Context: an optimization exercise on an open-source flow, tuned for small area and a short achievable clock period. The choices shown serve that exercise and are no tape-out recipe.
At most, simulation tests tie the RTL to the original design; equivalence was not proved.
No driver is modelled on the clock port, so clocking that relies on it looks cheaper here than on a real chip.
Power and IR drop assume default switching activity.

==> flow/design.v (excerpt) <==
module gamma_interp_11bit #(
  parameter int OUT_W = 10
) (
  input  logic             clk,
  input  logic             rst_n,
  input  logic             i_hs,
  input  logic             i_vs,
  input  logic [4:0]       idx,
  input  logic [10:0]      pixel_in,
  input  logic [10:0]      lowLevel,
  input  logic [10:0]      highLevel,
  input  logic             lut_we,
  input  logic [5:0]       lut_addr,
  input  logic [OUT_W-1:0] lut_wdata,
  input  logic             lut_commit,
  output logic             commit_pending,
  output logic             o_hs,
  output logic             o_vs,
  output logic [OUT_W-1:0] pix_out
);
clock: 10.0 ns
lec_check: 0
abc_area: 1
cap_margin: 20
core_margin: 2
core_utilization: 40
slew_margin: 20
standard.sh (not shown) runs the stock make flow with config.mk's settings and CLKGATE_MAP_FILE= SYNTH_SCRIPT=/design/flow/synth_recipe.tcl, a recipe that flattens the netlist after the stock synthesis.
==> flow/flow/run.sh <==
#!/bin/bash
set -euo pipefail
mapfile -t EXTRA < <(grep -v '^#' flow/extra.txt | grep .)
bash standard.sh "${EXTRA[@]}" finish > standard.log 2>&1
==> flow/flow/extra.txt <==
SETUP_SLACK_MARGIN=7.0
ADDER_MAP_FILE=
The starting point went through all stages and came out clean.
Next try:
==> flow/flow/extra.txt (replaced) <==
SETUP_SLACK_MARGIN=6.5
ADDER_MAP_FILE=
What happened: Via count went down by about 6%; total power went down by 8.7%; maximum frequency went down by 4.2%; worst hold slack stays flat; flip-flop and latch count stays the same; core utilization went down by 5.7 points; wire length went down by about 10%; final cell count went down by about 4%; final area went down by 11%; die area does not change.
Next try:
CORE_UTILIZATION = 65   (was 40)
=> The new run completed with no timing, DRC or antenna violations; power stays flat; count of clock-buffer cells in the layout shrinks by 18; critical path depth shrinks by 7; final cell count shrinks by roughly a tenth; first-iteration DRC count grows by well over a third; die area shrinks by well over a third; non-clock buffer count shrinks by 23; clock skew grows by 3.8 ps; cell area shrinks by a few percent; routed wire length grows by a few percent.
Next try:
==> flow/flow/extra.txt (replaced) <==
SETUP_SLACK_MARGIN=7.0
ADDER_MAP_FILE=
BUFFER_PORTS_ARGS=-buffer_cell sky130_fd_sc_hd__buf_4
CORE_UTILIZATION = 40   (was 65)
TNS_END_PERCENT = 5   (was unset)
The new run passed the timing, design-rule and antenna checks; design area goes up by 2.1%; synthesized cell count stays the same; core utilization went down by 29 points; via count is lower by 7.8%; total power drops by 1.6%; worst setup slack is better by 430 ps; die area rose by 61%; global-route usage is lower by 16 points; critical path depth rises by 9; sequential cell count is unchanged.


gamma_interp_11bit, a different RTL version from the one above (not shown whole).
For scale: roughly 73 I/O pins, roughly 36,000 um2 of cells after synthesis.
Design gamma_interp_11bit, start of the top module:
module gamma_interp_11bit #(
  parameter int OUT_W = 10
) (
  input  logic             clk,
  input  logic             rst_n,
  input  logic             i_hs,
  input  logic             i_vs,
  input  logic [4:0]       idx,
  input  logic [10:0]      pixel_in,
  input  logic [10:0]      lowLevel,
  input  logic [10:0]      highLevel,
  input  logic             lut_we,
  input  logic [5:0]       lut_addr,
  input  logic [OUT_W-1:0] lut_wdata,
  input  logic             lut_commit,
  output logic             commit_pending,
  output logic             o_hs,
  output logic             o_vs,
  output logic [OUT_W-1:0] pix_out
);
Settings: LEC_CHECK=0, ABC_AREA=1, CAP_MARGIN=20, CORE_MARGIN=2, CORE_UTILIZATION=40, CTS_CLUSTER_DIAMETER=90, CTS_CLUSTER_SIZE=32, SLEW_MARGIN=60, SYNTH_HIERARCHICAL=1, TNS_END_PERCENT=0; clock period 10.0 ns.
==> flow/flow/extra.txt <==
SETUP_SLACK_MARGIN=7.0
ADDER_MAP_FILE=
BUFFER_PORTS_ARGS=-buffer_cell sky130_fd_sc_hd__buf_4
Scripts as last shown in full above: flow/flow/run.sh
The first run finished with timing, DRC and antenna clean.
Rerun with:
Settings changed: CTS_CLUSTER_DIAMETER 90 to 80, CTS_CLUSTER_SIZE 32 to 25, TNS_END_PERCENT 0 to 5.
What happened:
- area after synthesis does not change
- synthesized cell count is unchanged
- power came out higher by a few percent
- core utilization grows by 1.2 points
- sequential cell count is unchanged
- wire length climbs slightly
- combinational power rises by a little under a tenth
- cell count came out higher slightly
Rerun with:
==> flow/flow/extra.txt (replaced) <==
SETUP_SLACK_MARGIN=7.3
ADDER_MAP_FILE=
BUFFER_PORTS_ARGS=-buffer_cell sky130_fd_sc_hd__buf_4
Settings changed: TNS_END_PERCENT 5 to 0.
Sequential power is about the same. Core utilization goes down by 1.3 points. Total power goes down by 5.8%. First-iteration DRC count goes up by 2.2%. Wire length goes down by 1.8%. Count of clock-buffer cells in the layout does not change. Setup slack barely changes. Critical path depth goes down by 15. Via count goes down by 1.1%.
Rerun with:
==> flow/flow/extra.txt (replaced) <==
SETUP_SLACK_MARGIN=6.6
ADDER_MAP_FILE=
BUFFER_PORTS_ARGS=-buffer_cell sky130_fd_sc_hd__buf_4
Settings changed: TNS_END_PERCENT 0 to 5.
Effect: The new run completed without violations. Synthesized area does not change. Routed wire length is about the same. Hold slack is about the same. Clock skew falls by 3.7 ps. Critical path depth rises by 1.


run 1:
Another version of the RTL of gamma_interp_11bit (not shown whole).
For scale: ~4000 cells after synthesis, about 73 I/O pins, ~0.036 mm² of cells after synthesis.
==> flow/config.mk <==
export PLATFORM = sky130hd
export DESIGN_NAME = gamma_interp_11bit
export DESIGN_NICKNAME = gamma_interp_11bit
export VERILOG_FILES = /design/flow/design.v
export SDC_FILE = /design/flow/constraint.sdc
export NUM_CORES = 4
export LEC_CHECK = 0
export ABC_AREA = 1
export CAP_MARGIN = 20
export CORE_MARGIN = 2
export CORE_UTILIZATION = 40
export CTS_CLUSTER_DIAMETER = 80
export CTS_CLUSTER_SIZE = 25
export SLEW_MARGIN = 60
export SYNTH_HIERARCHICAL = 1
export TNS_END_PERCENT = 20
==> flow/constraint.sdc <==
create_clock -name core_clock -period 10.0 [get_ports {clk}]
set_input_delay 2.0000 -clock core_clock [delete_from_list [all_inputs] [get_ports {clk}]]
set_output_delay 2.0000 -clock core_clock [all_outputs]
set_load 0.01 [all_outputs]
==> flow/flow/run.sh <==
#!/bin/bash
# The standard layout (standard.sh: ORFS synthesis through finish) with
# extra ORFS settings from flow/extra.txt (one VAR=value per line), and one
# added step after clock tree synthesis: flow/recover.tcl downsizes cells
# (to smaller drive strengths of the same cell) wherever that keeps the worst
# setup slack, then legalizes placement. The design is still built and signed
# off at the design's clock period and constraints.
set -euo pipefail
mapfile -t EXTRA < <(grep -v '^#' flow/extra.txt | grep .)
bash standard.sh "${EXTRA[@]}" cts > standard_cts.log 2>&1
openroad -no_init -exit flow/recover.tcl > recover.log 2>&1
bash standard.sh "${EXTRA[@]}" finish > standard.log 2>&1
==> flow/flow/extra.txt <==
SETUP_SLACK_MARGIN=7.0
ADDER_MAP_FILE=
BUFFER_PORTS_ARGS=-buffer_cell sky130_fd_sc_hd__buf_4
==> flow/flow/recover.tcl <==
# Area recovery after CTS: try each logic cell at smaller drive strengths of
# the same function and keep the smallest one that leaves the worst setup
# slack (placement parasitics) no worse than before. Clock tree cells are
# left alone. Then legalize the placement and write the CTS result back.
set res orfs/results/$::env(FLOW_PLATFORM)/gamma_interp_11bit/base
set plat $::env(FLOW_HOME)/platforms/$::env(FLOW_PLATFORM)
foreach lib [glob $plat/lib/*.lib] {
  if {![string match *dummy* $lib]} { read_liberty $lib }
}
read_db $res/4_cts.odb
read_sdc $res/4_cts.sdc
source $plat/setRC.tcl
set_propagated_clock [all_clocks]
estimate_parasitics -placement
set target [worst_slack -max]
puts "before: wns $target area [rsz::design_area]"
set n 0
foreach inst [get_cells *] {
  if {[catch {set lc [get_lib_cells -of_objects $inst]}] || $lc eq "NULL" || $lc eq ""} continue
  if {[catch {set name [get_name $lc]}]} continue
  if {![regexp {^(sky130_fd_sc_hd__[a-z0-9]+)_([0-9]+)$} $name -> base size]} continue
  if {[regexp {clkbuf|clkinv|clkdly|dlygate|dlymetal|tap|fill|decap|conb} $base]} continue
  set cands {}
  foreach c [get_lib_cells ${base}_*] {
    set cn [get_name $c]
    if {[regexp {_([0-9]+)$} $cn -> s2] && $s2 < $size} { lappend cands [list $s2 $cn] }
  }
  foreach c [lsort -integer -index 0 $cands] {
    set cn [lindex $c 1]
    replace_cell $inst $cn
    if {[worst_slack -max] >= $target} { incr n; break }
    replace_cell $inst $name
  }
}
puts "downsized $n cells"
detailed_placement
check_placement
estimate_parasitics -placement
puts "after: wns [worst_slack -max] area [rsz::design_area]"
write_db $res/4_cts.odb
Run 1 has completed all stages; timing, DRC and antenna checks passed.
What run 2 does differently from run 1 at the input level:
Settings: changing TNS_END_PERCENT from 20 to 10.
==> flow/flow/run.sh <==
#!/bin/bash
set -euo pipefail
mapfile -t EXTRA < <(grep -v '^#' flow/extra.txt | grep .)
bash standard.sh "${EXTRA[@]}" finish > standard.log 2>&1
removed: flow/flow/recover.tcl
Notes after the runs:
Post-route total power delta (run 2 − run 1): favourable
Run 2 completed every stage of the flow, and the final layout passed the timing, design-rule and antenna checks.
Row CTS buffer count: run 2 lower / run 1 higher
In the tables for run 2 and run 1, fraction of power consumed by combinational cells reads lower with run 2.
Per the comparison of run 2 with run 1, shortest period the worst path allows now sits lower, met1 capacity usage during global routing went down.
The launching element of the worst setup path comes out idx[4] in one run and r_b_1 in the other, namely in run 2 and run 1 respectively.
### run 2 -> run 3
Settings: setting PLACE_DENSITY to 0.8 for the first time; changing TNS_END_PERCENT from 10 to 20.
==> summary.txt <==
Delta (run 3 minus run 2): overall power consumption increased 140 µW; share of the cycle needed by the critical path after routing now larger; share of total power in the clock network fell by 0.6 points.
Against run 2, run 3 reports a net switching power of the design that is higher.
Run 3 gives more combinational power than run 2 did.
Run 3 against run 2: routed wire length decreased 5.0%, setup slack on the worst flop-to-flop path decreased 0.21 ns.
Here is what was changed in the inputs of run 4 compared with run 3.
Settings: CTS_CLUSTER_SIZE: 25 -> 20; CTS_CLUSTER_DIAMETER: 80 -> 70; PLACE_DENSITY: 0.8 -> unset.
### Flow results
Run 4 reached the final stage; the timing, design-rule and antenna checks on its layout passed. Looking at timing startpoint of the critical path, the r_b_1 result is from run 3; the r_pend one comes from run 4. Taking run 3 as the reference point, the pre-CTS worst setup slack of run 4 falls by 0.33 ns. Going from run 3 to run 4, placed cell count held; hold slack increased 0.017 ns; data required time of the worst path -2.51 ns; global-route met2 utilization went up. Wire: run 4 routes more than run 3. Run 4 has power consumption below what run 3 had. Clock-cell share of area in run 4 vs run 3: up 0.79 points. Compared with run 3, wire length the detailed router placed on met1 in run 4 increased by more than 10%.
No run of this note included a check of the RTL's function; only the layout flow was run.

-- afterwards: timing with drivers on the ports --
Ports are ideal in the flow. The routed layouts listed here were re-timed in OpenROAD. Step 1 assumes that a clkbuf_16 drives the clock port and a buf_2 every other input. Step 2, shift: input delay + t, output delay - t, t = (earliest + latest rising clock arrival at the registers) / 2. This alone moves slack from input paths to output paths. Three values: ideal, step 1, step 2; two values: the first two.
| run | shift t [ns] | setup slack, ns | worst hold slack (ns) | clock arrival spread, ns | cell pins on the clock port's net |
|---|---|---|---|---|---|
| the first run of note 1 | 0.705 | 6.665 / 6.621 / 5.916 | 0.348 / 0.348 / 0.348 | 0.035 / 0.035 | 1 |
| the second run of note 1 | 0.690 | 6.520 / 6.512 / 5.822 | 0.346 / 0.346 / 0.346 | 0.024 / 0.024 | 1 |
| the third run of note 1 | 0.689 | 6.114 / 6.160 / 5.471 | 0.357 / 0.357 / 0.357 | 0.039 / 0.040 | 1 |
| the fourth run of note 1 | 0.695 | 6.541 / 6.469 / 5.774 | 0.350 / 0.350 / 0.350 | 0.046 / 0.046 | 1 |
| the first run of note 2 | 0.668 | 6.789 / 6.789 / 6.145 | 0.356 / 0.356 / 0.356 | 0.075 / 0.075 | 1 |
| the second run of note 2 | 0.685 | 6.819 / 6.798 / 6.113 | 0.353 / 0.353 / 0.353 | 0.071 / 0.071 | 1 |
| the third run of note 2 | 0.686 | 6.818 / 6.795 / 6.108 | 0.353 / 0.353 / 0.353 | 0.071 / 0.071 | 1 |
| the fourth run of note 2 | 0.684 | 6.639 / 6.676 / 5.992 | 0.353 / 0.353 / 0.353 | 0.068 / 0.068 | 1 |
| run 1 | 0.685 | 6.758 / 6.758 / 6.175 | 0.354 / 0.354 / 0.354 | 0.066 / 0.066 | 1 |
| run 2 | 0.678 | 6.798 / 6.779 / 6.165 | 0.361 / 0.361 / 0.361 | 0.043 / 0.042 | 1 |
| run 3 | 0.679 | 6.688 / 6.688 / 6.064 | 0.335 / 0.335 / 0.335 | 0.046 / 0.046 | 1 |
| run 4 | 0.710 | 6.837 / 6.772 / 6.153 | 0.351 / 0.351 / 0.351 | 0.067 / 0.067 | 1 |
After both steps setup and hold are still met in every run listed. The setup slack of the fourth run of note 1, which loses most, moves by -0.072 ns with the drivers and by -0.767 ns with both steps.
